This is an optimization exercise on Yosys and OpenROAD, whose aim is small area, a short achievable clock period and few clock cycles, not a production implementation. At most, simulation tests tie the RTL to the original design; equivalence was not proved. No functional check of the RTL was part of runs 1, 2 and 4 to 6. No activity file was given, so power comes from the tool's default toggle rates.

==> design.v <==
`timescale 1ns/1ns
package alu_pkg;
	localparam int word_width = 32;
	typedef enum logic [3:0] {
		op_add  = 4'd0,
		op_sub  = 4'd1,
		op_and  = 4'd2,
		op_or   = 4'd3,
		op_not  = 4'd4,
		op_neg  = 4'd5,
		op_shr  = 4'd6,
		op_shra = 4'd7,
		op_shl  = 4'd8,
		op_ror  = 4'd9,
		op_rol  = 4'd10,
		op_mul  = 4'd11
	} alu_op_t;
endpackage
`timescale 1ns/1ns
module alu_shifting (
	input  logic [31:0] a,
	input  logic [4:0]  s,
	input  logic [4:0]  k,
	input  logic        big,
	input  logic        left,
	input  logic        shift,
	input  logic        arith,
	output logic [31:0] c
);
	logic        fill;
	logic [31:0] rot;
	logic [31:0] th;
	logic [31:0] keep;
	assign fill = arith & a[31];
	always_comb begin
		rot = a;
		if (k[0]) rot = {rot[0],    rot[31:1]};
		if (k[1]) rot = {rot[1:0],  rot[31:2]};
		if (k[2]) rot = {rot[3:0],  rot[31:4]};
		if (k[3]) rot = {rot[7:0],  rot[31:8]};
		if (k[4]) rot = {rot[15:0], rot[31:16]};
	end
	always_comb begin
		for (int i = 0; i < 32; i++)
			th[i] = (5'(i) >= s);
	end
	always_comb begin
		if (!shift)
			keep = '1;
		else if (big)
			keep = '0;
		else if (left)
			keep = th;
		else
			for (int i = 0; i < 32; i++)
				keep[i] = th[31 - i];
	end
	assign c = (rot & keep) | ({32{fill}} & ~keep);
endmodule
`timescale 1ns/1ns
module alu_cla_adder #(
	parameter int W = 40
) (
	input  logic [W-1:0] a,
	input  logic [W-1:0] b,
	output logic [W-1:0] sum
);
	assign sum = a + b;
endmodule
`timescale 1ns/1ns
module alu_booth_step (
	input  logic [31:0] m,
	input  logic [3:0]  one,
	input  logic [3:0]  two,
	input  logic [3:0]  neg,
	input  logic [32:0] s_in,
	input  logic [32:0] c_in,
	output logic [32:0] s_out,
	output logic [32:0] c_out,
	output logic [7:0]  s_lo,
	output logic [7:0]  c_lo
);
	logic [32:0]      mx;
	logic [32:0]      m2x;
	logic [3:0][32:0] r;
	logic [40:0]      a0, a1, a2, a3, sx, cx;
	logic [40:0]      s1, c1, s2, c2, s3, c3, s4, c4;
	assign mx  = {m[31], m};
	assign m2x = {m, 1'b0};
	always_comb begin
		for (int i = 0; i < 4; i++)
			r[i] = (({33{one[i]}} & mx) | ({33{two[i]}} & m2x)) ^ {33{neg[i]}};
	end
	assign a0 = {8'd0, ~r[0][32], r[0][31:0]} | (41'd170 << 32);
	assign a1 = {6'd0, ~r[1][32], r[1][31:0], 2'd0};
	assign a2 = {4'd0, ~r[2][32], r[2][31:0], 4'd0};
	assign a3 = {2'd0, ~r[3][32], r[3][31:0], 6'd0};
	assign sx = {8'd0, s_in};
	assign cx = {8'd0, c_in};
	assign s1 = a0 ^ a1 ^ a2;
	assign c1 = {((a0 & a1) | (a0 & a2) | (a1 & a2)), 1'b0};
	assign s2 = a3 ^ sx ^ cx;
	assign c2 = {((a3 & sx) | (a3 & cx) | (sx & cx)), 1'b0};
	assign s3 = s1 ^ c1 ^ s2;
	assign c3 = {((s1 & c1) | (s1 & s2) | (c1 & s2)), 1'b0};
	assign s4 = s3 ^ c3 ^ c2;
	assign c4 = {((s3 & c3) | (s3 & c2) | (c3 & c2)), 1'b0};
	assign s_lo  = s4[7:0];
	assign c_lo  = c4[7:0];
	assign s_out = s4[40:8];
	assign c_out = c4[40:8];
endmodule
module alu_booth_enc (
	input  logic [7:0] b,
	input  logic       bm1,
	output logic [3:0] one,
	output logic [3:0] two,
	output logic [3:0] neg
);
	logic [8:0] bb;
	assign bb = {b, bm1};
	always_comb begin
		for (int i = 0; i < 4; i++) begin
			one[i] = bb[2*i+1] ^ bb[2*i];
			two[i] = (bb[2*i+2] & ~bb[2*i+1] & ~bb[2*i]) |
				(~bb[2*i+2] & bb[2*i+1] & bb[2*i]);
			neg[i] = bb[2*i+2];
		end
	end
endmodule
`timescale 1ns/1ns
module alu_result_stage (
	input  logic        f_sum,
	input  logic        f_and,
	input  logic        f_or,
	input  logic        f_not,
	input  logic        f_sh,
	input  logic [31:0] y,
	input  logic [31:0] b,
	input  logic [31:0] sum,
	input  logic [31:0] shift_c,
	output logic [31:0] result
);
	assign result = ({32{f_sum}} & sum) |
		({32{f_and}} & (y & b)) |
		({32{f_or}} & (y | b)) |
		({32{f_not}} & ~b) |
		({32{f_sh}} & shift_c);
endmodule
`timescale 1ns/1ns
import alu_pkg::*;
module alu_unit (
	input  logic                           clk,
	input  logic                           rst,
	input  logic [alu_pkg::word_width-1:0] bus_in,
	input  logic                           y_load,
	input  alu_pkg::alu_op_t               op,
	input  logic                           op_valid,
	output logic [alu_pkg::word_width-1:0] z_hi,
	output logic [alu_pkg::word_width-1:0] z_lo,
	output logic                           done,
	output logic                           busy
);
	logic        accept;
	logic        acc_mul;
	logic        is_sub;
	logic        is_left;
	logic [31:0] b_r;
	logic        yl_r;
	logic [31:0] a_r;
	logic        f_sub, cin_r;
	logic        f_sum, f_and, f_or, f_not, f_sh;
	logic        f_left, f_shift, f_arith, f_big;
	logic [4:0]  f_k;
	logic        vn;
	logic        m1, ph2, ph3, ph4, ph5;
	logic [31:0] y;
	logic [31:0] b_raw;
	logic [31:0] y_next;
	logic        s32;
	logic [32:0] cs;
	logic [7:0]  sl, cl;
	logic        k;
	logic [3:0]  e_one, e_two, e_neg;
	logic [3:0]  n_one, n_two, n_neg;
	logic [3:0]  i_one, i_two, i_neg;
	logic        step;
	logic        step_more;
	logic [31:0] src;
	logic [32:0] negs;
	logic [32:0] st_s_in, st_c_in;
	logic [32:0] st_s, st_c;
	logic [7:0]  st_sl, st_cl;
	logic [8:0]  lo_sum;
	logic [7:0]  lo_byte;
	logic [39:0] add_a, add_b, add_sum;
	logic [31:0] shift_c;
	logic [31:0] result;
	assign accept  = op_valid & ~busy;
	assign acc_mul = accept & (op == op_mul);
	assign is_sub  = (op == op_sub) | (op == op_neg);
	assign is_left = (op == op_shl) | (op == op_rol);
	always_ff @(posedge clk) begin
		if (rst) begin
			yl_r <= 1'b0;
			vn   <= 1'b0;
			m1   <= 1'b0;
			ph2  <= 1'b0;
			ph3  <= 1'b0;
			ph4  <= 1'b0;
			ph5  <= 1'b0;
			busy <= 1'b0;
			done <= 1'b0;
		end else begin
			yl_r <= y_load & ~busy;
			vn   <= accept & (op != op_mul);
			m1   <= acc_mul;
			ph2  <= m1;
			ph3  <= ph2;
			ph4  <= ph3;
			ph5  <= ph4;
			busy <= acc_mul | m1 | ph2 | ph3;
			done <= vn | ph5;
		end
	end
	always_ff @(posedge clk) begin
		if (ph4)
			b_r <= '0;
		else if (!busy)
			b_r <= bus_in ^ {32{is_sub}};
		if (step)
			a_r <= st_s[31:0];
		else
			a_r <= y_next & {32{(op == op_add) | (op == op_sub)}};
		f_sub   <= is_sub;
		cin_r   <= ph4 ? lo_sum[8] : (accept & is_sub);
		f_sum   <= accept & ((op == op_add) | is_sub);
		f_and   <= accept & (op == op_and);
		f_or    <= accept & (op == op_or);
		f_not   <= accept & (op == op_not);
		f_sh    <= accept & (op >= op_shr) & (op <= op_rol);
		f_left  <= is_left;
		f_shift <= (op == op_shr) | (op == op_shra) | (op == op_shl);
		f_arith <= (op == op_shra);
		f_big   <= |bus_in[31:5];
		f_k     <= is_left ? (5'd0 - bus_in[4:0]) : bus_in[4:0];
	end
	assign b_raw  = b_r ^ {32{f_sub}};
	assign y_next = yl_r ? b_raw : y;
	always_ff @(posedge clk) begin
		if (rst)
			y <= '0;
		else if (busy && y_load)
			y <= bus_in;
		else
			y <= y_next;
	end
	assign step      = m1 | ph2 | ph3 | ph4;
	assign step_more = m1 | ph2 | ph3;
	assign src       = m1 ? y : z_lo;
	alu_booth_enc u_enc_next (
		.b   (src[15:8]),
		.bm1 (src[7]),
		.one (n_one),
		.two (n_two),
		.neg (n_neg)
	);
	alu_booth_enc u_enc_first (
		.b   (y_next[7:0]),
		.bm1 (1'b0),
		.one (i_one),
		.two (i_two),
		.neg (i_neg)
	);
	always_ff @(posedge clk) begin
		if (step_more) begin
			e_one <= n_one;
			e_two <= n_two;
			e_neg <= n_neg;
		end else begin
			e_one <= i_one;
			e_two <= i_two;
			e_neg <= i_neg;
		end
	end
	always_comb begin
		negs = '0;
		for (int j = 0; j < 16; j++)
			negs[2*j] = y[2*j+1];
	end
	assign st_s_in = {s32, a_r};
	assign st_c_in = cs | (negs & {33{m1}});
	alu_booth_step u_step (
		.m     (b_r),
		.one   (e_one),
		.two   (e_two),
		.neg   (e_neg),
		.s_in  (st_s_in),
		.c_in  (st_c_in),
		.s_out (st_s),
		.c_out (st_c),
		.s_lo  (st_sl),
		.c_lo  (st_cl)
	);
	assign lo_sum = {1'b0, sl} + {1'b0, cl[7:1], k};
	always_ff @(posedge clk) begin
		if (step) begin
			s32 <= st_s[32];
			cs  <= st_c;
			sl  <= st_sl;
			cl  <= st_cl;
			k   <= lo_sum[8];
		end else begin
			s32 <= 1'b1;
			cs  <= '0;
			sl  <= {8{accept & is_sub}};
			cl  <= '0;
			k   <= 1'b0;
		end
	end
	assign add_a = {a_r, sl};
	assign add_b = {b_r | cs[31:0], cl[7:1], cin_r};
	alu_cla_adder #(.W(40)) u_adder (
		.a   (add_a),
		.b   (add_b),
		.sum (add_sum)
	);
	alu_shifting u_shifter (
		.a     (y),
		.s     (b_r[4:0]),
		.k     (f_k),
		.big   (f_big),
		.left  (f_left),
		.shift (f_shift),
		.arith (f_arith),
		.c     (shift_c)
	);
	alu_result_stage u_result (
		.f_sum   (f_sum),
		.f_and   (f_and),
		.f_or    (f_or),
		.f_not   (f_not),
		.f_sh    (f_sh),
		.y       (y),
		.b       (b_r),
		.sum     (add_sum[39:8]),
		.shift_c (shift_c),
		.result  (result)
	);
	assign lo_byte = ph5 ? add_sum[7:0] : lo_sum[7:0];
	always_ff @(posedge clk) begin
		z_hi <= add_sum[39:8] & {32{ph5}};
		z_lo <= result | ({lo_byte, src[31:8]} & {32{step | ph5}});
	end
endmodule
==> flow/run.sh <==
#!/bin/bash
# The standard layout (the standard.sh: the same ORFS synthesis script,
# floorplan, placement, CTS and routing) with two changes:
#  - the full and half adder cells are put on the don't-use list (added to
#    config.mk, ahead of the platform's own list), so synthesis leaves adders
#    as plain gates for abc to map: a faster carry-save tree than the slow
#    fa/ha cells give, with the same registers;
#  - the port buffers that placement inserts are buf_1 cells instead of the
#    delay buffer the resizer picks by default.
# make's full output goes to flow_make.log; ORFS keeps each tool's log under
# orfs/logs/.
set -euo pipefail
printf '\nexport DONT_USE_CELLS = sky130_fd_sc_hd__fa_1 sky130_fd_sc_hd__fa_2 sky130_fd_sc_hd__fa_4 sky130_fd_sc_hd__ha_1 sky130_fd_sc_hd__ha_2 sky130_fd_sc_hd__ha_4\n' >> config.mk
export BUFFER_PORTS_ARGS="-buffer_cell sky130_fd_sc_hd__buf_1"
bash standard.sh > flow_make.log 2>&1
==> standard.sh <==
#!/bin/bash
# synth_recipe.tcl (not shown) runs the flow's synth.tcl, then flattens the netlist and writes it again
# the make line also repeats each setting of config.mk as NAME=value (left out here)
make -C /OpenROAD-flow-scripts/flow DESIGN_CONFIG=/design/flow/config.mk WORK_HOME=/design/flow/orfs CLKGATE_MAP_FILE= SYNTH_SCRIPT=/design/flow/synth_recipe.tcl "${@:-finish}"
==> config.mk <==
export PLATFORM = sky130hd
export DESIGN_NAME = alu_unit
export DESIGN_NICKNAME = alu_unit
export VERILOG_FILES = /design/flow/design.v
export SDC_FILE = /design/flow/constraint.sdc
export NUM_CORES = 4
export LEC_CHECK = 0
export CAP_MARGIN = 20
export CORE_MARGIN = 2
export CORE_UTILIZATION = 50
export SETUP_SLACK_MARGIN = 3.6
export SLEW_MARGIN = 20
export TNS_END_PERCENT = 1

export DONT_USE_CELLS = sky130_fd_sc_hd__fa_1 sky130_fd_sc_hd__fa_2 sky130_fd_sc_hd__fa_4 sky130_fd_sc_hd__ha_1 sky130_fd_sc_hd__ha_2 sky130_fd_sc_hd__ha_4
==> constraint.sdc <==
create_clock -name core_clock -period 6.0 [get_ports {clk}]
set_input_delay 1.2000 -clock core_clock [delete_from_list [all_inputs] [get_ports {clk}]]
set_output_delay 1.2000 -clock core_clock [all_outputs]
set_load 0.01 [all_outputs]
==> results of run 1 <==
==> layer usage <==
metal / vias up / GRT usage / share of wire
met5: - / 0 / 0
met4: 0 / 0.197 / 0.055
met3: 243 / 0.0616 / 0.080
met2: 1013 / 0.635 / 0.47
met1: 10100 / 0.480 / 0.40
li1: 9731 / - / -
==> layout make-up <==
class                   instances  area share
clock buffers                  49      0.0445
flip-flops and latches        245       0.213
repair buffers                179      0.0455
inverters                      36     0.00572
clock inverters                12     0.00704
multi-input cells            2277       0.656
well taps                     539      0.0285
==> critical path: stages (launching register included) <==
cell and delay [ps]:
dfxtp_4 460, nor2_1 100, nand2_1 180, nor2b_1 270, nand3_1 160, or4_4 600
o41ai_4 330, buf_4 220, a21oi_1 100, xnor2_1 180, a221o_1 360
==> kinds of logic (layout without fill, tap and decap cells) <==
family,Yosys count,after routing,synth area share
muxes,131,131,0.0826
buffers and inverters,255,276,0.0465
AOI/OAI and AO/OA,809,809,0.235
adders and majority gates,76,76,0.0364
xor gates and xnor gates,508,508,0.212
DFF,245,245,0.233
and+or+nand+nor,753,753,0.155
==> registers in the layout (all words and copies together), names as in the netlist, 5 cells and up <==
| name | count |
|---|---|
| z_lo | 32 |
| b_r | 32 |
| z_hi | 32 |
| cl | 6 |
| cs | 32 |
| a_r | 32 |
| f_k | 5 |
| y | 32 |
| sl | 8 |
==> per-stage QoR <==
step	power, µW	instances
floorplan	6010	2777
global placement	7090	3241
detailed placement	7160	3241
CTS	9450	3317
global route	10100	3337
finish	9530	3337
==> Yosys cell counts, types with 7 or more instances <==
library cell,instances,area (µm²)
mux2_2,20,225
a21boi_0,11,82.6
clkbuf_1,167,627
or2_2,9,56.3
o21ai_0,213,1070
and3_1,8,50.1
o22ai_1,34,213
a221o_1,26,260
buf_2,14,70.1
nor4_1,16,100
a211oi_1,8,60.1
nor2_1,327,1230
buf_1,36,135
o21a_1,24,180
nand2_1,246,923
nand2b_1,10,62.6
and2_1,34,213
nand3_1,23,115
inv_1,33,124
mux2i_1,79,791
a21o_1,14,105
nor3_1,35,175
or3_1,12,75.1
dfxtp_1,245,4900
maj3_1,73,731
a31oi_1,22,138
nor2b_1,8,50.1
o21ai_1,12,60.1
xor2_1,106,928
o211ai_1,7,52.6
mux4_2,32,721
a22oi_1,128,961
xnor2_1,402,3520
a21oi_1,257,1290
==> power by group through the flow <==
stage | logic [µW] | clock network (µW) | registers [µW]
2_1_floorplan | 4090 | 0 | 1920
3_3_place_gp | 4920 | 0 | 2160
3_5_place_dp | 5000 | 0 | 2170
4_1_cts | 5080 | 2230 | 2140
5_1_grt | 5610 | 2290 | 2160
6_report | 5160 | 2210 | 2150
==> what timing repair did <==
action	in CTS	in global routing
setup endpoints to repair	197	204
pin swaps	16	16
gates cloned	3	0
gates resized for setup	81	51
buffers inserted	12	20
hold endpoints to repair	0	0
==> how the worst max path moves through the flow <==
stage | end | start | cells past startpoint
after detailed placement | z_lo[24] | b_r[0] | 10
after CTS | z_hi[20] | b_r[1] | 12
after global placement | z_lo[24] | b_r[0] | 10
after floorplan | z_lo[11] | b_r[2] | 12
after global routing | z_lo[26] | b_r[18] | 12
final | z_lo[26] | b_r[18] | 10
==> metrics.md, run 1 <==
| Metric | Value |
|---|---|
| Distinct cells, synth | 75 |
| Startpoint Class | flop |
| Io pins | 106 |
| Worst R2R End | z_lo[26] |
| Max-slew headroom | 0.286 |
| Fin nets | 2813 |
| Reg2reg setup slack | 2920 ps |
| Cts hold-fix bufs | 0 |
| DRC | 0 |
| Largest net degree at the start of global routing | 63 |
| Detailed Routing Iterations Pass 1 | 6 |
| Mapped Area | 0.0210 mm² |
| Final WS setup | 2920 ps |
| Starting Density | 0.504 |
| Pre-CTS worst setup slack | 2340 ps |
| Final Wtd Congestion | 0.966 |
| Root Driver | clkbuf_16 |
| Leakage | 0.00837 µW |
| Synthesis-stage register bit count | 245 |
| Global-route wire length before repair | 126 mm |
| Hold Path Sink | ph4 |
| Register area | 0.00502 mm² |
| CTS tree | built |
| Port Buf Inserts | 105 |
| Later-pin clock latency in the skew report | 550 ps |
| Core region area | 0.0418 mm² |
| Setup CP Type | reg -> reg |
| Clock share of power | 0.232 |
| Period utilization | 0.513 |
| Synth Area per Inst | 7.57 µm² |
| Clock edge transition at the registers on the reported setup and hold paths | 60 ps |
| DR iter-0 viols | 2216 |
| Initial antenna violation count | 1 |
| Total grt overflow | 0 |
| Final Hold Fails | 0 |
| DR WL/cell | 25.7 µm |
| Yosys warns | 4 |
| Core Util, Final | 0.566 |
| Switching share of power | 0.432 |
| Dominant synthesized flop cell | dfxtp_1 |
| Syn Nets | 2817 |
| GR Util All Layers | 0.383 |
| Peak supply drop | 0.000236 V |
| Critical path data arrival time | 3510 ps |
| # Max-Cap Violations | 0 |
| HP Start | ph3 |
| Drt total wl | 85.9 mm |
| Fmax achieved | 325 MHz |
| Dpl cell area | 0.0216 mm² |
| Hold WC Path Type | reg -> reg |
| Final Slew Violations | 0 |
| Power density over the cells | 403 mW/mm² |
| Unrepaired setup endpoints after global routing | yes |
| Reg power frac | 0.226 |
| Commonest non-fill, non-tap cell in the layout | xnor2_1 |
| CTS sink cnt | 245 |
| Number of global-route vias before repair | 19800 |
| R2r startpoint | b_r[18] |
| Cell count after synthesis | 2777 |
| DIE WIDTH | 209 µm |
| Share of layout cells above drive strength 1 | 0.113 |
| Inserted Clock Buffers | 34 |
| Run status | finished clean |
| Final min period | 3080 ps |
| Die height | 209 µm |
| Area Growth Syn to Fin | 12.4% |
| Post-route cell area | 0.0236 mm² |
| Worst-path maximum fanout | 13 |
| Setup TNS | 0 ps |
| Int Power | 5410 µW |
| Vias | 21100 |
| Layout Skew | 17.6 ps |
| Area occupied by multi-input gates | 0.0155 mm² |
| N_diodes | 0 |
| Std cell rows | 75 |
| Commonest cells after routing, fill and taps aside | xnor2_1 (395), nor2_1 (324), a21oi_1 (250) |
| Vias per cell | 6.33 |
| Antenna viol nets, final | 0 |
| R2R depth | 10 |
| Post-detail-place hpwl | 61.6 mm |
| Synth async-reset ratio | 0 |
| Fill count | 3980 |
| CP endpoint kind | flop |
| Slew @ Worst Pin | 1070 ps |
| Power share of the combinational group | 0.542 |
| Max clock buf depth | 3 |
| Hold depth | 1 |
| Die area | 0.0437 mm² |
| Net Sw Power | 4120 µW |
| Final setup violation count | 0 |
| Sequential share of the synthesized area | 0.233 |
| Hold WS | 502 ps |
| Number of synthesized flops with an enable pin | 0 |
| H-tree Lvls | 2 |
| Req. time, crit path | 6430 ps |
==> run 2: changes to the inputs <==
--- a/design.v
+++ b/design.v
@@ -224,8 +224,10 @@
 		end
 	end
 	always_ff @(posedge clk) begin
-		if (ph4)
+		if (rst)
 			b_r <= '0;
+		else if (ph4)
+			b_r <= st_c[31:0];
 		else if (!busy)
 			b_r <= bus_in ^ {32{is_sub}};
 		if (step)
@@ -319,7 +321,7 @@
 		end
 	end
 	assign add_a = {a_r, sl};
-	assign add_b = {b_r | cs[31:0], cl[7:1], cin_r};
+	assign add_b = {b_r, cl[7:1], cin_r};
 	alu_cla_adder #(.W(40)) u_adder (
 		.a   (add_a),
 		.b   (add_b),
--- a/config.mk
+++ b/config.mk
@@ -7,9 +7,9 @@
 export LEC_CHECK = 0
 export CAP_MARGIN = 20
 export CORE_MARGIN = 2
-export CORE_UTILIZATION = 50
+export CORE_UTILIZATION = 40
 export SETUP_SLACK_MARGIN = 3.6
 export SLEW_MARGIN = 20
-export TNS_END_PERCENT = 1
+export TNS_END_PERCENT = 5
 
 export DONT_USE_CELLS = sky130_fd_sc_hd__fa_1 sky130_fd_sc_hd__fa_2 sky130_fd_sc_hd__fa_4 sky130_fd_sc_hd__ha_1 sky130_fd_sc_hd__ha_2 sky130_fd_sc_hd__ha_4
==> run 2 against run 1 <==
  * Worst setup slack worse by 19 ps
  * Synthesized area is 1.9% higher
  * Critical path type unchanged
  * Still clean on timing, DRC and antenna
  * Largest cell class unchanged
  * Sequential cell count stayed put
  * Power is 16% lower
  * First-iteration DRC count is 19% higher
==> metrics.md, run 2 <==
| Metric | Value |
|---|---|
| R2r startpoint | a_r[10] |
| Antenna viol nets, final | 0 |
| Area Growth Syn to Fin | 13.3% |
| GR Util All Layers | 0.303 |
| Synth Area per Inst | 7.60 µm² |
| CTS tree | built |
| Period utilization | 0.517 |
| Cell count after synthesis | 2820 |
| Synth cell count leaders | xnor2_1 (392), nor2_1 (314), a21oi_1 (288), dfxtp_1 (245), nand2_1 (237) |
| Number of synthesized flops with an enable pin | 0 |
| Fill count | 5147 |
| Fin nets | 2827 |
| Clock edge transition at the registers on the reported setup and hold paths | 60 ps |
| Root Driver | clkbuf_16 |
| Run status | finished clean |
| Max stage delay on crit path | 550 ps |
| Max clock buf depth | 3 |
| DR iter-0 viols | 2642 |
| Worst-path maximum fanout | 6 |
| Yosys top cell area share | 0.229 |
| H-tree Lvls | 2 |
| Core region area | 0.0528 mm² |
| Largest cells by area after synthesis | dfxtp_1 (23%), xnor2_1 (16%), a21oi_1 (6.7%) |
| HP Start | ph3 |
| Vias per cell | 6.22 |
| Sequential share of the synthesized area | 0.229 |
| Area leader, netlist | dfxtp_1 |
| Worst path bufs/invs | 0 |
| Unrepaired setup endpoints after global routing | yes |
| Fmax achieved | 323 MHz |
| Port Buf Inserts | 105 |
| Commonest cells after routing, fill and taps aside | xnor2_1 (379), nor2_1 (310), a21oi_1 (284) |
| Hold WS | 477 ps |
| Peak supply drop | 0.000188 V |
| Synth async-reset ratio | 0 |
| Yosys warns | 4 |
| Count leader, synth | xnor2_1 |
| N_diodes | 0 |
| Critical path data arrival time | 3550 ps |
| Later-pin clock latency in the skew report | 560 ps |
| Largest net degree at the start of global routing | 66 |
| Global-route wire length before repair | 128 mm |
| Setup TNS | 0 ps |
| Detailed Routing Iterations Pass 1 | 6 |
| Distinct cells, synth | 69 |
| Final WS setup | 2900 ps |
| Dominant synthesized flop cell | dfxtp_1 |
| Syn Nets | 2860 |
| Final min period | 3100 ps |
| Setup CP Type | reg -> reg |
| DIE WIDTH | 235 µm |
| Commonest non-fill, non-tap cell in the layout | xnor2_1 |
| Worst path slowest cell | or4b_4 |
| Initial antenna violation count | 1 |
| Inserted Clock Buffers | 34 |
| Drt total wl | 89.9 mm |
| Startpoint Class | flop |
| DRC | 0 |
| Pre-CTS worst setup slack | 2360 ps |
| Layout Skew | 34.7 ps |
| Total grt overflow | 0 |
| Die area | 0.0554 mm² |
| Final Wtd Congestion | 1.04 |
| Req. time, crit path | 6450 ps |
| Std cell rows | 84 |
| # Max-Cap Violations | 0 |
| Hold WC Path Type | reg -> reg |
| CP delay by family, top | compound AO/OA/AOI/OAI gates |
| Leakage | 0.00857 µW |
| Worst-path cell chain | a211o_1 -> a31oi_4 -> o31ai_4 -> nand4_1 -> or4b_4 -> a21o_1 -> a31oi_4 -> a21o_1 -> maj3_2 -> mux2_4 -> a221o_1 |
| Setup crit start | a_r[10] |
| Final setup violation count | 0 |
| Power density over the cells | 328 mW/mm² |
| Starting Density | 0.406 |
| Die height | 235 µm |
| Share of layout cells above drive strength 1 | 0.122 |
| CP endpoint kind | flop |
| Synthesis-stage register bit count | 245 |
| Post-detail-place hpwl | 61.7 mm |
| Final Slew Violations | 0 |
| CTS sink cnt | 245 |
| DR WL/cell | 25.7 µm |
| Mapped Area | 0.0214 mm² |
| Io pins | 106 |
| Vias | 21700 |
| Slew @ Worst Pin | 963 ps |
| Number of global-route vias before repair | 19700 |
| Final Hold Fails | 0 |
| Max-slew headroom | 0.351 |
run 2: cell types whose count changed after synthesis, sizes merged, moves of 14 or more:
cell	delta
inv	-19
buf	+15
nor3	-18
nand2b	+14
a21oi	+28
o21a	-18
o21ai	-26
clkbuf	+35
nor2	-14
and2	+33
maj3	+14
xor2	+24
run 2: path summary, 6_finish.rpt:
path / endpoint / slack [ps] / cells past startpoint
max: z_lo[31] / 2900 / 11
min: ph4 / 480 / 1
max reg2reg: z_lo[31] / 2900 / 11
min reg2reg: ph4 / 480 / 1
run 2: timing repair:
| item | 4_1_cts | 5_1_grt |
|---|---|---|
| pin swaps | 17 | 44 |
| resized for setup | 69 | 122 |
| setup buffers | 18 | 17 |
| setup endpoints to repair | 171 | 183 |
| hold buffers | 0 | 0 |
| gates cloned | 0 | 7 |
run 2: where the power goes:
| part | switching [µW] | internal, µW |
|---|---|---|
| logic | 2250 | 1660 |
| clock network | 833 | 1200 |
| registers | 284 | 1740 |
run 2: metal layers:
layer  global-route usage  vias up  part of all wire
met2                0.458     1341              0.43
met4                0.152        0             0.059
met3               0.0549      238              0.11
met5                    0        -                 0
met1                0.413    10400              0.41
li1                     -     9748                 -
run 2: cell families (layout without fill, tap and decap cells):
kind of cell               after synthesis  after routing  synth area share
adders and majority gates               90             90            0.0422
buffers and inverters                  287            277            0.0510
muxes                                  133            133            0.0848
DFF                                    245            245             0.229
and+or+nand+nor                        740            740             0.151
xor gates and xnor gates               523            523             0.214
AOI/OAI and AO/OA                      802            802             0.228
run 2: per-stage QoR:
step	cells	area [µm²]	util	power [µW]
CTS	3474	23600	0.446	7730
floorplan	2820	21500	-	4820
finish	3498	24300	0.460	7970
global placement	3397	22100	0.419	5620
detailed placement	3397	22100	0.419	5690
global route	3498	24300	0.460	8350
run 2: final cells by class:
| type | count | area (µm²) | share of cell area |
|---|---|---|---|
| Tap cell | 688 | 861 | 0.0355 |
| Inverter | 18 | 71.3 | 0.00294 |
| Multi-Input combinational cell | 2288 | 15800 | 0.652 |
| Sequential cell | 245 | 5050 | 0.208 |
| Clock inverter | 14 | 130 | 0.00536 |
| Timing Repair Buffer | 200 | 1390 | 0.0571 |
| Clock buffer | 45 | 953 | 0.0393 |
==> run 3: changes to the inputs <==
--- a/design.v
+++ b/design.v
@@ -224,10 +224,8 @@
 		end
 	end
 	always_ff @(posedge clk) begin
-		if (rst)
+		if (ph4)
 			b_r <= '0;
-		else if (ph4)
-			b_r <= st_c[31:0];
 		else if (!busy)
 			b_r <= bus_in ^ {32{is_sub}};
 		if (step)
@@ -304,7 +302,7 @@
 		.s_lo  (st_sl),
 		.c_lo  (st_cl)
 	);
-	assign lo_sum = {1'b0, sl} + {1'b0, cl[7:1], k};
+	assign lo_sum = {1'b0, sl} + {1'b0, cl} + {8'd0, k};
 	always_ff @(posedge clk) begin
 		if (step) begin
 			s32 <= st_s[32];
@@ -321,7 +319,7 @@
 		end
 	end
 	assign add_a = {a_r, sl};
-	assign add_b = {b_r, cl[7:1], cin_r};
+	assign add_b = {b_r | cs[31:0], cl[7:1], cin_r};
 	alu_cla_adder #(.W(40)) u_adder (
 		.a   (add_a),
 		.b   (add_b),
==> run 3 against run 2 <==
  * Still clean on timing, DRC and antenna
  * Routed wire length shrank 2.4%
  * Clock power is essentially flat
  * Power grew 17%
  * Worst setup slack gained 160 ps
  * Global-route usage grew 1.1 points
  * Critical path type unchanged
  * Largest power group unchanged
==> metrics.md, run 3 <==
| Metric | Value |
|---|---|
| Run status | finished clean |
| Global-route wire length before repair | 129 mm |
| Final setup violation count | 0 |
| Distinct cells, synth | 75 |
| Worst-path cell chain | a31o_1 -> a31oi_2 -> a2bb2oi_2 -> o21ai_4 -> a21oi_2 -> o21ai_2 -> a21o_1 -> a211o_1 -> buf_4 -> xor2_1 -> a221o_1 |
| Number of global-route vias before repair | 19800 |
| Drt total wl | 87.7 mm |
| Setup TNS | 0 ps |
| Fill count | 5087 |
| Startpoint Class | flop |
| Power density over the cells | 389 mW/mm² |
| Layout Skew | 12.4 ps |
| Die area | 0.0544 mm² |
| Later-pin clock latency in the skew report | 590 ps |
| Io pins | 106 |
| Synth async-reset ratio | 0 |
| Max-slew headroom | 0.355 |
| H-tree Lvls | 1 |
| Vias | 21500 |
| Max clock buf depth | 3 |
| # Max-Cap Violations | 0 |
| Critical path data arrival time | 3470 ps |
| Final Hold Fails | 0 |
| Hold WC Path Type | reg -> reg |
| Commonest cells after routing, fill and taps aside | xnor2_1 (391), nor2_1 (322), a21oi_1 (247) |
| DR iter-0 viols | 2349 |
| Fmax achieved | 340 MHz |
| Share of layout cells above drive strength 1 | 0.137 |
| Die height | 233 µm |
| DIE WIDTH | 233 µm |
| Sequential share of the synthesized area | 0.233 |
| Synth cell count leaders | xnor2_1 (402), nor2_1 (327), a21oi_1 (257), nand2_1 (246), dfxtp_1 (245) |
| Fin nets | 2837 |
| DRC | 0 |
| Dominant synthesized flop cell | dfxtp_1 |
| Worst path slowest cell | xor2_1 |
| Antenna viol nets, final | 0 |
| Clock edge transition at the registers on the reported setup and hold paths | 70 ps |
| Port Buf Inserts | 105 |
| Syn Nets | 2817 |
| Area Growth Syn to Fin | 14.3% |
| Core region area | 0.0522 mm² |
| Count leader, synth | xnor2_1 |
| Largest cells by area after synthesis | dfxtp_1 (23%), xnor2_1 (17%), a21oi_1 (6.1%) |
| Largest net degree at the start of global routing | 66 |
| Synthesis-stage register bit count | 245 |
| Max stage delay on crit path | 540 ps |
| Final Slew Violations | 0 |
| CP endpoint kind | flop |
| Req. time, crit path | 6530 ps |
| Unrepaired setup endpoints after global routing | yes |
| Std cell rows | 84 |
| Hold WS | 448 ps |
| Final min period | 2940 ps |
| Slew @ Worst Pin | 957 ps |
| Initial antenna violation count | 6 |
| Post-detail-place hpwl | 62.3 mm |
| Worst-path maximum fanout | 5 |
| Area leader, netlist | dfxtp_1 |
| Detailed Routing Iterations Pass 1 | 6 |
| Cell count after synthesis | 2777 |
| Yosys warns | 4 |
| Final Wtd Congestion | 0.987 |
| Setup CP Type | reg -> reg |
| CTS sink cnt | 245 |
| Vias per cell | 6.12 |
| CTS tree | built |
| Peak supply drop | 0.000242 V |
| DR WL/cell | 25.0 µm |
| Period utilization | 0.490 |
| Starting Density | 0.403 |
| Root Driver | clkbuf_16 |
| Inserted Clock Buffers | 31 |
| GR Util All Layers | 0.314 |
| Number of synthesized flops with an enable pin | 0 |
| Total grt overflow | 0 |
| Commonest non-fill, non-tap cell in the layout | xnor2_1 |
| Cts hold-fix bufs | 0 |
| Leakage | 0.00846 µW |
| Mapped Area | 0.0210 mm² |
| Synth Area per Inst | 7.57 µm² |
| Yosys top cell area share | 0.233 |
[run 3: changes by cell type after synthesis, moves of 14 or more]
cell and delta:
xor2_1 -24, and2_1 -33, buf_1 -22, o21ai_0 +16
nand2b_1 -14, maj3_1 -14, inv_1 +17, o21a_1 +18
a21oi_1 -31, nor3_1 +15, clkbuf_1 -37
[run 3: power by group]
group          internal [µW]  total, µW  switching, µW
Sequential              1770       2120            349
Combinational           2270       5210           2930
Clock                   1210       2020            809
[run 3: layout make-up]
type	count	area, µm²	area share
repair buffers	206	1240	0.0515
well taps	688	861	0.0358
inverters	36	135	0.00562
diodes	1	2.50	0.000104
multi-input cells	2277	15700	0.651
clock buffers	45	938	0.0391
flip-flops and latches	245	5050	0.210
clock inverters	11	146	0.00609
[run 3: cell families (layout without fill, tap and decap cells)]
kind of cell    Yosys count  count (layout)  share of synthesized area
compound gates          809             809                      0.235
xor+xnor                508             508                      0.212
fa+ha+maj                76              76                     0.0364
buf+inv                 255             298                     0.0465
flops                   245             245                      0.233
mux                     131             131                     0.0826
other cells               0               1                          0
simple gates            753             753                      0.155
[run 3: through the flow]
step	utilization	cells	setup slack [ps]	area, µm²	power, µW
5_1_grt	0.460	3509	2970	24000	9880
2_1_floorplan	-	2777	3320	21100	6010
6_report	0.460	3509	3060	24000	9340
4_1_cts	0.456	3503	3140	23800	9260
3_5_place_dp	0.417	3392	2430	21800	7120
3_3_place_gp	0.417	3392	2490	21800	7020
[run 3: worst paths after layout]
kind              slack (ps)  depth (start not counted)  start  endpoint
setup / recovery        3060                         11  sl[5]  z_lo[10]
hold / removal           450                          2     vn      done
setup reg to reg        3060                         11  sl[5]  z_lo[10]
hold reg to reg          450                          2     vn      done
[run 3: critical path, delay by kind of cell (launching register included)]
family / cells / cell delay, ps
xor+xnor: 1 / 540
buf+inv: 1 / 150
flops: 1 / 350
compound gates: 9 / 1850
[run 3: timing repair]
action                     in CTS  in global routing
cloned                          1                  0
pin swaps                      33                 10
setup endpoints to repair     149                186
buffers inserted               54                  5
resized for setup             150                 39
[run 3: routing by layer]
metal	vias up	part of all wire	GRT usage
met1	10300	0.40	0.404
li1	9782	-	-
met4	2	0.053	0.139
met3	242	0.097	0.0653
met5	-	0.00015	0.00184
met2	1183	0.45	0.506
Testbench counts of run 3, summed over its fixed seeds: cycles 6,522.
==> run 4: changes to the inputs <==
--- a/design.v
+++ b/design.v
@@ -65,7 +65,27 @@
 	input  logic [W-1:0] b,
 	output logic [W-1:0] sum
 );
-	assign sum = a + b;
+	localparam int L = $clog2(W);
+	logic [W-1:0] p;
+	logic [L:0][W-1:0] g_l;
+	logic [L:0][W-1:0] p_l;
+	assign p = a ^ b;
+	always_comb begin
+		g_l[0] = a & b;
+		p_l[0] = p;
+		for (int l = 0; l < L; l++) begin
+			for (int i = 0; i < W; i++) begin
+				if (((i >> l) & 1) != 0) begin
+					g_l[l+1][i] = g_l[l][i] | (p_l[l][i] & g_l[l][((i >> l) << l) - 1]);
+					p_l[l+1][i] = p_l[l][i] & p_l[l][((i >> l) << l) - 1];
+				end else begin
+					g_l[l+1][i] = g_l[l][i];
+					p_l[l+1][i] = p_l[l][i];
+				end
+			end
+		end
+	end
+	assign sum = p ^ {g_l[L][W-2:0], 1'b0};
 endmodule
 `timescale 1ns/1ns
 module alu_booth_step (
@@ -302,7 +322,7 @@
 		.s_lo  (st_sl),
 		.c_lo  (st_cl)
 	);
-	assign lo_sum = {1'b0, sl} + {1'b0, cl} + {8'd0, k};
+	assign lo_sum = {1'b0, sl} + {1'b0, cl[7:1], k};
 	always_ff @(posedge clk) begin
 		if (step) begin
 			s32 <= st_s[32];
==> run 4 against run 3 <==
  * Sequential cell count is the same
  * Global-route usage up 1.1 points
  * Critical endpoint is now z_lo[20]
  * Core utilization is 2.0 points higher
==> metrics.md, run 4 <==
| Metric | Value |
|---|---|
| Worst-path maximum fanout | 8 |
| Clock edge transition at the registers on the reported setup and hold paths | 60 ps |
| Later-pin clock latency in the skew report | 550 ps |
| Commonest cells after routing, fill and taps aside | xnor2_1 (377), nor2_1 (322), a21oi_1 (262) |
| Synth async-reset ratio | 0 |
| Die area | 0.0543 mm² |
| Global-route wire length before repair | 131 mm |
| Detailed Routing Iterations Pass 1 | 5 |
| Initial antenna violation count | 5 |
| Final Hold Fails | 0 |
| Commonest non-fill, non-tap cell in the layout | xnor2_1 |
| Total grt overflow | 0 |
| Die height | 233 µm |
| DRC | 0 |
| DR iter-0 viols | 2477 |
| XOR/XNOR Fraction of Synth Area | 0.212 |
| Layout Skew | 22.1 ps |
| Simple-gate share of the synthesized area | 0.148 |
| Req. time, crit path | 6480 ps |
| Io pins | 106 |
| Final Slew Violations | 0 |
| Core region area | 0.0516 mm² |
| N_diodes | 0 |
| Distinct cells, synth | 72 |
| Worst path slowest cell | xor2_1 |
| CTS sink cnt | 245 |
| GR Util All Layers | 0.325 |
| Dominant synthesized flop cell | dfxtp_1 |
| Final setup violation count | 0 |
| # Max-Cap Violations | 0 |
| Synth cell count leaders | xnor2_1 (392), nor2_1 (325), a21oi_1 (263), dfxtp_1 (245), o21ai_0 (199) |
| H-tree Lvls | 2 |
| Largest cells by area after synthesis | dfxtp_1 (23%), xnor2_1 (16%), a21oi_1 (6.3%) |
| Synth Area per Inst | 7.67 µm² |
| Slew @ Worst Pin | 998 ps |
| Fill count | 5011 |
| Final min period | 3010 ps |
| Number of synthesized flops with an enable pin | 0 |
| Area Growth Syn to Fin | 18.1% |
| Period utilization | 0.501 |
| Antenna viol nets, final | 0 |
| Power density over the cells | 395 mW/mm² |
| Compound-gate portion of the synthesized area | 0.240 |
| Max-slew headroom | 0.333 |
| Worst-path cell chain | o21a_1 -> nor4_2 -> nor4b_4 -> nand4b_1 -> a21oi_4 -> buf_4 -> o21ai_4 -> nand2_1 -> xor2_1 -> a221o_1 |
| Unrepaired setup endpoints after global routing | yes |
| Main combinational cell family by area after synthesis | compound AO/OA/AOI/OAI gates |
| Yosys warns | 5 |
| Inserted Clock Buffers | 34 |
| Non-filler instance count after layout | 3486 |
| Vias per cell | 6.34 |
| Sequential share of the synthesized area | 0.234 |
| Core Util, Final | 0.480 |
| Fin nets | 2826 |
| Synthesis-stage register bit count | 245 |
| Largest net degree at the start of global routing | 64 |
| Setup TNS | 0 ps |
| Placed insts | 3331 |
| Vias | 22100 |
| Leakage | 0.00888 µW |
| Number of global-route vias before repair | 20000 |
| Post-detail-place hpwl | 63.4 mm |
| Port Buf Inserts | 105 |
| CTS tree | built |
| Yosys top cell area share | 0.234 |
| Peak supply drop | 0.000199 V |
| Area leader, netlist | dfxtp_1 |
| Root Driver | clkbuf_16 |
| Mapped Area | 0.0210 mm² |
| Cell count after synthesis | 2734 |
| Pre-CTS worst setup slack | 2260 ps |
| Std cell rows | 83 |
| Hold WC Path Type | reg -> reg |
| Final WS setup | 2990 ps |
| Share of layout cells above drive strength 1 | 0.153 |
| Post-Synth Adder-Cell Area | 0.0321 |
| Fmax achieved | 333 MHz |
| DIE WIDTH | 233 µm |
| CP endpoint kind | flop |
| Multiplexer share of the synthesized area | 0.0848 |
| Drt total wl | 95.0 mm |
| DR WL/cell | 27.3 µm |
| Startpoint Class | flop |
| Count leader, synth | xnor2_1 |
| Max stage delay on crit path | 470 ps |
| Max clock buf depth | 3 |
| Syn Nets | 2774 |
| Starting Density | 0.406 |
| Setup CP Type | reg -> reg |
| Final Wtd Congestion | 1.00 |
| Critical path data arrival time | 3490 ps |
| Run status | finished clean |
## run 4: changes by cell type in the layout (fill, tap and decap cells not counted), moves of 16 or more
cell     before  now
buf_12        1   22
dfxtp_2      50   29
mux2i_1      77   61
nand2_1     244  187
o21ai_0     205  186
## run 4: final timing paths
kind | startpoint | to | slack [ps] | depth (start not counted)
worst max-delay path | a_r[8] | z_lo[20] | 2990 | 10
worst min-delay path | vn | done | 440 | 2
worst max register to register | a_r[8] | z_lo[20] | 2990 | 10
worst min register to register | vn | done | 440 | 2
## run 4: power breakdown
| part | internal (µW) | total [µW] | switching (µW) |
|---|---|---|---|
| sequential | 1770 | 2130 | 355 |
| clock | 1200 | 2030 | 836 |
| combinational | 2430 | 5620 | 3200 |
| total | 5390 | 9780 | 4390 |
## run 4: per-layer routing
| layer | routed length, µm | global-route usage | vias to the layer above | share of wire |
|---|---|---|---|---|
| met2 | 41400 | 0.518 | 1415 | 0.44 |
| li1 | - | - | 9745 | - |
| met4 | 6730 | 0.188 | 8 | 0.071 |
| met1 | 37000 | 0.419 | 10600 | 0.39 |
| met3 | 9800 | 0.0464 | 339 | 0.10 |
| met5 | 46 | 0 | - | 0.00048 |
## run 4: kinds of logic after synthesis
family                   Yosys count
buffers and inverters            265
adder cells (fa/ha/maj)           67
XOR/XNOR                         507
flip-flops                       245
multiplexers                     129
AO/OA/AOI/OAI                    816
AND/OR/NAND/NOR                  705
## run 4: area by class of cell
| class | instances | area, µm² | area share |
|---|---|---|---|
| multi-input combinational | 2225 | 15600 | 0.631 |
| sequential | 245 | 5050 | 0.204 |
| timing repair buffer | 244 | 1990 | 0.0805 |
| clock buffer | 44 | 980 | 0.0396 |
| tap | 680 | 851 | 0.0344 |
| inverter | 36 | 145 | 0.00586 |
| clock inverter | 12 | 111 | 0.00450 |
## run 4: timing repair
action                     4_1_cts  5_1_grt
hold buffers                     0        0
setup endpoints to repair      182      179
resized for setup              122      105
gates cloned                     2        4
pin swaps                       26       29
setup buffers                   44       49
## run 4: metrics by stage
step	hold WS, ps	cell area [µm²]	power, µW
5_1_grt	473	24800	10300
3_5_place_dp	436	21700	7200
2_1_floorplan	411	21000	6030
3_3_place_gp	440	21700	7100
6_report	444	24800	9780
4_1_cts	454	23600	9330
## run 4: critical path, delay by kind of cell (launching register included)
| family | cells | cell delay, ps |
|---|---|---|
| AOI/OAI and AO/OA | 4 | 760 |
| buffers and inverters | 1 | 180 |
| and+or+nand+nor | 4 | 1130 |
| xor gates and xnor gates | 1 | 470 |
| DFF | 1 | 400 |
==> run 5: changes to the inputs <==
--- a/design.v
+++ b/design.v
@@ -65,27 +65,7 @@
 	input  logic [W-1:0] b,
 	output logic [W-1:0] sum
 );
-	localparam int L = $clog2(W);
-	logic [W-1:0] p;
-	logic [L:0][W-1:0] g_l;
-	logic [L:0][W-1:0] p_l;
-	assign p = a ^ b;
-	always_comb begin
-		g_l[0] = a & b;
-		p_l[0] = p;
-		for (int l = 0; l < L; l++) begin
-			for (int i = 0; i < W; i++) begin
-				if (((i >> l) & 1) != 0) begin
-					g_l[l+1][i] = g_l[l][i] | (p_l[l][i] & g_l[l][((i >> l) << l) - 1]);
-					p_l[l+1][i] = p_l[l][i] & p_l[l][((i >> l) << l) - 1];
-				end else begin
-					g_l[l+1][i] = g_l[l][i];
-					p_l[l+1][i] = p_l[l][i];
-				end
-			end
-		end
-	end
-	assign sum = p ^ {g_l[L][W-2:0], 1'b0};
+	assign sum = a + b;
 endmodule
 `timescale 1ns/1ns
 module alu_booth_step (
==> flow/run.sh (replaced) <==
#!/bin/bash
# The standard layout (the standard.sh: the same ORFS synthesis script,
# floorplan, placement, CTS and routing) with two changes:
#  - the full adder cells are put on the don't-use list (added to
#    config.mk, ahead of the platform's own list), so synthesis leaves full adders
#    as plain gates for abc to map: a faster carry-save tree than the slow
#    fa cells give, with the same registers;
#  - the port buffers that placement inserts are buf_1 cells instead of the
#    delay buffer the resizer picks by default.
# make's full output goes to flow_make.log; ORFS keeps each tool's log under
# orfs/logs/.
set -euo pipefail
printf '\nexport DONT_USE_CELLS = sky130_fd_sc_hd__fa_1 sky130_fd_sc_hd__fa_2 sky130_fd_sc_hd__fa_4\n' >> config.mk
export BUFFER_PORTS_ARGS="-buffer_cell sky130_fd_sc_hd__buf_1"
bash standard.sh > flow_make.log 2>&1
==> config.mk (replaced) <==
export PLATFORM = sky130hd
export DESIGN_NAME = alu_unit
export DESIGN_NICKNAME = alu_unit
export VERILOG_FILES = /design/flow/design.v
export SDC_FILE = /design/flow/constraint.sdc
export NUM_CORES = 4
export LEC_CHECK = 0
export ABC_AREA = 1
export CAP_MARGIN = 20
export CORE_MARGIN = 2
export CORE_UTILIZATION = 40
export SETUP_SLACK_MARGIN = 3.6
export SLEW_MARGIN = 20
export TNS_END_PERCENT = 5

export DONT_USE_CELLS = sky130_fd_sc_hd__fa_1 sky130_fd_sc_hd__fa_2 sky130_fd_sc_hd__fa_4
==> run 5 against run 4 <==
  * Sequential cell count is the same
  * First-iteration DRC count grew 26%
  * Final cell count grew 41%
  * Worst setup slack gained 270 ps
  * Via count grew 27%
  * Synthesized cell count grew 47%
==> metrics.md, run 5 <==
| Metric | Value |
|---|---|
| Run status | finished clean |
| Fin nets | 4328 |
| Starting Density | 0.404 |
| Mapped Area | 0.0243 mm² |
| Net Sw Power | 4830 µW |
| Root Driver | clkbuf_16 |
| Startpoint Class | flop |
| Final min period | 2740 ps |
| Fmax achieved | 365 MHz |
| Slew @ Worst Pin | 1100 ps |
| DRC | 0 |
| Final Hold Fails | 0 |
| Hold WS | 436 ps |
| Initial antenna violation count | 2 |
| Synthesis-stage register bit count | 245 |
| CP endpoint kind | flop |
| N_diodes | 0 |
| Max-slew headroom | 0.259 |
| Synth Area per Inst | 6.07 µm² |
| Period utilization | 0.456 |
| Hold depth | 2 |
| Setup CP Type | reg -> reg |
| Unrepaired setup endpoints after global routing | yes |
| Number of synthesized flops with an enable pin | 0 |
| Synth async-reset ratio | 0 |
| Max stage delay on crit path | 370 ps |
| Clock edge transition at the registers on the reported setup and hold paths | 60 ps |
| Post-detail-place hpwl | 85.4 mm |
| Area occupied by multi-input gates | 0.0183 mm² |
| Io pins | 106 |
| Power share of the combinational group | 0.622 |
| Worst R2R End | a_r[15] |
| Later-pin clock latency in the skew report | 620 ps |
| Hold WC Path Type | reg -> reg |
| Max clock buf depth | 3 |
| Critical path data arrival time | 3200 ps |
| R2R depth | 15 |
| Cell count after synthesis | 4013 |
| Distinct cells, synth | 52 |
| Vias | 28100 |
| Vias per cell | 5.72 |
| Commonest non-fill, non-tap cell in the layout | nand2_1 |
| Dominant synthesized flop cell | dfxtp_1 |
| Sequential share of the synthesized area | 0.201 |
| Area Growth Syn to Fin | 19.2% |
| Total grt overflow | 0 |
| Layout Skew | 19.8 ps |
| Int Power | 5630 µW |
| Switching share of power | 0.462 |
| Req. time, crit path | 6460 ps |
| Worst-path maximum fanout | 5 |
| CTS sink cnt | 245 |
| Std cell rows | 90 |
| Syn Nets | 4237 |
| Area leader, netlist | nand2_1 |
| Setup TNS | 0 ps |
| Reg2reg setup slack | 3260 ps |
| R2r startpoint | e_one[0] |
| Global-route wire length before repair | 167 mm |
| H-tree Lvls | 1 |
| Reg power frac | 0.193 |
| Number of global-route vias before repair | 25200 |
| Antenna viol nets, final | 0 |
| Fill count | 6281 |
| Inserted Clock Buffers | 30 |
| Detailed Routing Iterations Pass 1 | 7 |
| Hold Path Sink | done |
| HP Start | vn |
| Yosys top cell area share | 0.208 |
| Port Buf Inserts | 105 |
| CTS tree | built |
| Register area | 0.00502 mm² |
| Leakage | 0.0140 µW |
| Share of layout cells above drive strength 1 | 0.133 |
| Final Slew Violations | 0 |
| Worst path slowest cell | dfxtp_4 |
| DR iter-0 viols | 3122 |
| Synth cell count leaders | nand2_1 (1346), nand3_1 (506), inv_1 (399), o21ai_0 (261), dfxtp_1 (245) |
| Cts hold-fix bufs | 0 |
| Final Wtd Congestion | 1.04 |
| Count leader, synth | nand2_1 |
| Worst-path cell chain | buf_6 -> buf_16 -> buf_6 -> nand2_2 -> o21ai_2 -> inv_1 -> nand2_1 -> nand2_2 -> ha_4 -> xor2_2 -> ha_1 -> xor2_1 -> ha_1 -> xnor2_1 -> o22ai_1 |
| Drt total wl | 119 mm |
| Die height | 251 µm |
| GR Util All Layers | 0.358 |
| Yosys warns | 4 |
| Largest cells by area after synthesis | nand2_1 (21%), dfxtp_1 (20%), nand3_1 (10%) |
| Power density over the cells | 360 mW/mm² |
| DIE WIDTH | 251 µm |
| Die area | 0.0628 mm² |
| Peak supply drop | 0.000238 V |
| Largest net degree at the start of global routing | 65 |
| Final setup violation count | 0 |
| # Max-Cap Violations | 0 |
| DR WL/cell | 24.2 µm |
| Commonest cells after routing, fill and taps aside | nand2_1 (1299), nand3_1 (504), inv_1 (376) |
| Core region area | 0.0602 mm² |
| Clock share of power | 0.185 |
==> run 5: worst max-delay path by stage <==
stage	from	endpoint	slack, ps	cells past startpoint
6_report	e_one[0]	a_r[15]	3260	15
5_1_grt	e_two[0]	a_r[9]	3200	15
4_1_cts	e_two[0]	sl[7]	3290	13
3_5_place_dp	m1	a_r[5]	2450	8
3_3_place_gp	e_neg[1]	a_r[9]	2520	11
2_1_floorplan	e_two[0]	a_r[0]	3530	14
==> run 5: final cells by class <==
type / instances / area share
Clock buffer: 39 / 0.0281
Clock inverter: 13 / 0.00686
Inverter: 411 / 0.0560
Multi-Input combinational cell: 3151 / 0.632
Sequential cell: 245 / 0.173
Tap cell: 782 / 0.0337
Timing Repair Buffer: 260 / 0.0688
Timing Repair inverter: 5 / 0.00177
==> run 5: routing by layer <==
layer / vias to the layer above / GRT usage / routed length, µm / share of wire
met3: 394 / 0.0722 / 12900 / 0.11
met1: 13000 / 0.467 / 47000 / 0.40
met5: - / 0 / 23 / 0.00019
met2: 1598 / 0.557 / 50700 / 0.43
met4: 4 / 0.190 / 7980 / 0.067
li1: 13100 / - / - / -
==> run 5: critical path, delay by kind of cell (launching register included) <==
family	cells	cell delay, ps
adders and majority gates	3	890
xor gates and xnor gates	3	500
DFF	1	370
and+or+nand+nor	3	190
AOI/OAI and AO/OA	2	160
buffers and inverters	4	480
==> run 5: timing repair <==
| item | 4_1_cts | 5_1_grt |
|---|---|---|
| cloned | 2 | 7 |
| pin swaps | 12 | 105 |
| gates resized for setup | 130 | 257 |
| endpoints found under the setup margin | 178 | 171 |
| buffers inserted | 65 | 43 |
==> run 5: power by group through the flow <==
stage	Clock (µW)	Combinational (µW)	Sequential, µW
final	1940	6500	2020
after global routing	2010	7160	2010
after CTS	1960	5180	2020
after detailed placement	0	4770	2120
after global placement	0	4720	2120
after floorplan	0	3850	1870
==> run 5: kinds of logic after synthesis <==
logic type	Yosys count	synth area share
AOI/OAI and AO/OA	602	0.135
DFF	245	0.201
and+or+nand+nor	2137	0.372
buffers and inverters	617	0.107
xor gates and xnor gates	228	0.0907
adders and majority gates	184	0.0946
==> run 5: per-stage QoR <==
step | setup slack [ps] | utilization | total power, µW | cells | area [µm²]
2_1_floorplan | 3530 | - | 5720 | 4013 | 24600
3_3_place_gp | 2520 | 0.416 | 6840 | 4736 | 25100
3_5_place_dp | 2450 | 0.416 | 6900 | 4736 | 25100
4_1_cts | 3290 | 0.451 | 9150 | 4855 | 27200
5_1_grt | 3200 | 0.482 | 11200 | 4906 | 29000
6_report | 3260 | 0.482 | 10500 | 4906 | 29000
==> run 6: changes to the inputs <==
==> flow/run.sh (replaced) <==
#!/bin/bash
# The standard layout (the standard.sh, synthesis unchanged), except that
# the port buffers that placement inserts are buf_1 cells instead of the delay
# buffer the resizer picks by default. make's full output goes to flow_make.log;
# ORFS keeps each tool's log under orfs/logs/.
set -euo pipefail
export BUFFER_PORTS_ARGS="-buffer_cell sky130_fd_sc_hd__buf_1"
bash standard.sh > flow_make.log 2>&1
--- a/config.mk
+++ b/config.mk
@@ -12,5 +12,3 @@
 export SETUP_SLACK_MARGIN = 3.6
 export SLEW_MARGIN = 20
 export TNS_END_PERCENT = 5
-
-export DONT_USE_CELLS = sky130_fd_sc_hd__fa_1 sky130_fd_sc_hd__fa_2 sky130_fd_sc_hd__fa_4
==> run 6 against run 5 <==
  * Register-to-register slack got worse by 210 ps
  * Power fell by 23%
  * First-iteration DRC count rose by 2.7%
  * Clock power rose by 4%
  * Sequential cell count did not move
  * Die area fell by 9.7%
  * Largest power group unchanged
  * Sequential share of layout area rose by 2.9 points
==> metrics.md, run 6 <==
| Metric | Value |
|---|---|
| Area leader, netlist | dfxtp_1 |
| Layout Skew | 15.4 ps |
| Max stage delay on crit path | 440 ps |
| Fin nets | 3531 |
| Final Wtd Congestion | 1.05 |
| Worst-path cell chain | buf_6 -> inv_4 -> nand3_4 -> nor2_8 -> nand2_4 -> nand2_1 -> nand2_1 -> a21oi_1 -> nand2_1 |
| R2r startpoint | m1 |
| Run status | finished clean |
| Metal3 WL | 12.0 mm |
| Hold WS | 465 ps |
| Synth Area per Inst | 6.69 µm² |
| # Max-Cap Violations | 0 |
| Total grt overflow | 0 |
| Number of global-route vias before repair | 21600 |
| CTS tree | built |
| Drt total wl | 97.8 mm |
| Synthesis-stage register bit count | 245 |
| Later-pin clock latency in the skew report | 600 ps |
| Sequential share of the synthesized area | 0.224 |
| Routed met2 length | 40.7 mm |
| Final min period | 2950 ps |
| Clock edge transition at the registers on the reported setup and hold paths | 70 ps |
| Setup TNS | 0 ps |
| Slew @ Worst Pin | 1230 ps |
| HP Start | vn |
| Number of synthesized flops with an enable pin | 0 |
| Commonest cells after routing, fill and taps aside | nand2_1 (751), nand3_1 (461), inv_1 (435) |
| CTS sink cnt | 245 |
| Post-detail-place hpwl | 75.4 mm |
| Top Layer Used | met5 |
| Vias | 23500 |
| Final Slew Violations | 0 |
| Port Buf Inserts | 105 |
| Global-route wire length before repair | 143 mm |
| Distinct cells, synth | 54 |
| Share of layout cells above drive strength 1 | 0.0907 |
| Core Util, Final | 0.458 |
| Period utilization | 0.492 |
| Fmax achieved | 339 MHz |
| Area Growth Syn to Fin | 12.7% |
| Max-slew headroom | 0.175 |
| Final setup violation count | 0 |
| Worst R2R End | z_lo[27] |
| Detailed Routing Iterations Pass 1 | 9 |
| Critical path data arrival time | 3430 ps |
| Fill count | 5664 |
| Largest net degree at the start of global routing | 66 |
| Yosys top cell area share | 0.224 |
| Count leader, synth | nand2_1 |
| Cell count after synthesis | 3280 |
| Yosys warns | 4 |
| Mapped Area | 0.0219 mm² |
| Peak supply drop | 0.000212 V |
| Inserted Clock Buffers | 30 |
| Final Hold Fails | 0 |
| Hold depth | 2 |
| Largest cells by area after synthesis | dfxtp_1 (22%), nand2_1 (13%), fa_1 (11%) |
| Vias per cell | 5.84 |
| Hold WC Path Type | reg -> reg |
| Synth cell count leaders | nand2_1 (752), nand3_1 (461), inv_1 (456), dfxtp_1 (245), o21ai_0 (208) |
| Die height | 238 µm |
| Unrepaired setup endpoints after global routing | yes |
| H-tree Lvls | 1 |
| Max clock buf depth | 3 |
| Antenna viol nets, final | 0 |
| Req. time, crit path | 6480 ps |
| Setup CP Type | reg -> reg |
| Die area | 0.0567 mm² |
| Worst path slowest cell | a21oi_1 |
| Reg2reg setup slack | 3050 ps |
| DIE WIDTH | 238 µm |
| Power density over the cells | 326 mW/mm² |
| Cts hold-fix bufs | 0 |
| Core region area | 0.0540 mm² |
| Startpoint Class | flop |
| Std cell rows | 85 |
| Syn Nets | 3504 |
| DRC | 0 |
| Hold Path Sink | done |
| Most frequent CP cell | nand2_1 |
| Synth async-reset ratio | 0 |
| Initial antenna violation count | 4 |
| Starting Density | 0.406 |
| DR iter-0 viols | 3207 |
| Leakage | 0.0119 µW |
| Io pins | 106 |
| CP endpoint kind | flop |
| GR Util All Layers | 0.340 |
| Commonest non-fill, non-tap cell in the layout | nand2_1 |
| Root Driver | clkbuf_16 |
| DR WL/cell | 24.3 µm |
| R2R depth | 9 |
| Worst-path maximum fanout | 31 |
| Dominant synthesized flop cell | dfxtp_1 |
| Wl on met1 | 39.7 mm |
run 6: report_power, final:
part | total [µW] | switching, µW | leakage [µW] | internal (µW)
Sequential | 2010 | 249 | 0.00202 | 1760
Clock | 2010 | 818 | 0.000525 | 1200
Combinational | 4040 | 2550 | 0.00934 | 1490
Total | 8060 | 3610 | 0.0119 | 4450
run 6: kinds of logic (layout without fill, tap and decap cells):
group,Yosys count,after routing,synth area share
AND/OR/NAND/NOR,1440,1440,0.285
buffers and inverters,666,717,0.124
AO/OA/AOI/OAI,539,539,0.139
flip-flops,245,245,0.224
XOR/XNOR,206,206,0.0822
adder cells (fa/ha/maj),184,184,0.147
other,0,2,0
run 6: metrics by stage:
step                      power [µW]  cell area (µm²)  worst slack (ps)  cells
after floorplan                 4680            22200              3340   3280
after global placement          5710            22700              2530   3939
after detailed placement        5730            22700              2560   3940
after CTS                       7930            24500              3150   4023
after global routing            8720            24700              2970   4027
final                           8060            24700              3050   4029
run 6: routing by layer:
metal / global-route usage / vias up
li1: - / 10700
met5: 0 / -
met1: 0.466 / 11100
met2: 0.508 / 1506
met4: 0.145 / 6
met3: 0.0854 / 267
run 6: final cells by class:
type	count	area (µm²)	share of cell area
tap	696	871	0.0352
inverter	491	2030	0.0820
clock inverter	14	214	0.00865
antenna	2	5.00	0.000202
sequential	245	4990	0.202
timing repair buffer	170	1100	0.0447
multi-input combinational	2369	14600	0.592
clock buffer	42	876	0.0354
run 6: worst max-delay path by stage:
stage / startpoint / end / slack [ps]
after CTS: b_r[15] / a_r[12] / 3150
after floorplan: b_r[26] / a_r[23] / 3340
after global routing: e_two[1] / a_r[21] / 2970
after global placement: e_neg[1] / a_r[24] / 2530
after detailed placement: e_neg[1] / a_r[24] / 2560
final: m1 / z_lo[27] / 3050
run 6: critical path: cells and delay by family (launching register included):
kind | cells | cell delay, ps
simple gates | 6 | 1480
compound gates | 1 | 440
flops | 1 | 310
buf+inv | 2 | 560
run 6: what timing repair did:
| item | 4_1_cts | 5_1_grt |
|---|---|---|
| pin swaps | 28 | 17 |
| gates resized for setup | 129 | 49 |
| setup buffers | 25 | 4 |
| hold endpoints to repair | 0 | 0 |
| gates cloned | 2 | 0 |
| setup endpoints to repair | 161 | 161 |

-- separate check: timing with driven ports --
The results above use ideal ports. As a check the final layouts listed here were re-extracted and re-timed, cells and wires unchanged.
Step 1, drivers: a clkbuf_16 drives clk and a buf_2 each remaining input, both assumed.
Step 2 moves the port delays by t, midway between the first and last clock arrival at a register: inputs arrive t later, outputs are due t later. That takes back most of the time a late clock gives input paths.
a / b / c = ideal ports / drivers / drivers and shift; a / b = the first two.
run | t (ns) | slack for setup (ns) | worst setup path at the end | clock arrival spread, ns | cell pins on the clock port's net
run 1 | 0.595 | 2.920 / 2.920 / 2.840 | input to register | 0.018 / 0.019 | 1
run 2 | 0.608 | 2.901 / 2.901 / 2.901 | register to register | 0.035 / 0.034 | 1
run 3 | 0.642 | 3.062 / 3.062 / 2.891 | input to register | 0.013 / 0.012 | 1
run 4 | 0.596 | 2.995 / 2.995 / 2.630 | input to register | 0.023 / 0.022 | 1
run 5 | 0.675 | 3.261 / 3.261 / 2.889 | input to register | 0.023 / 0.022 | 1
run 6 | 0.653 | 3.048 / 3.048 / 2.795 | input to register | 0.016 / 0.015 | 1
After both steps every run listed still meets setup and hold. The setup slack of run 5, which loses most, moves by 0.000 ns with the drivers and by -0.372 ns with both steps.
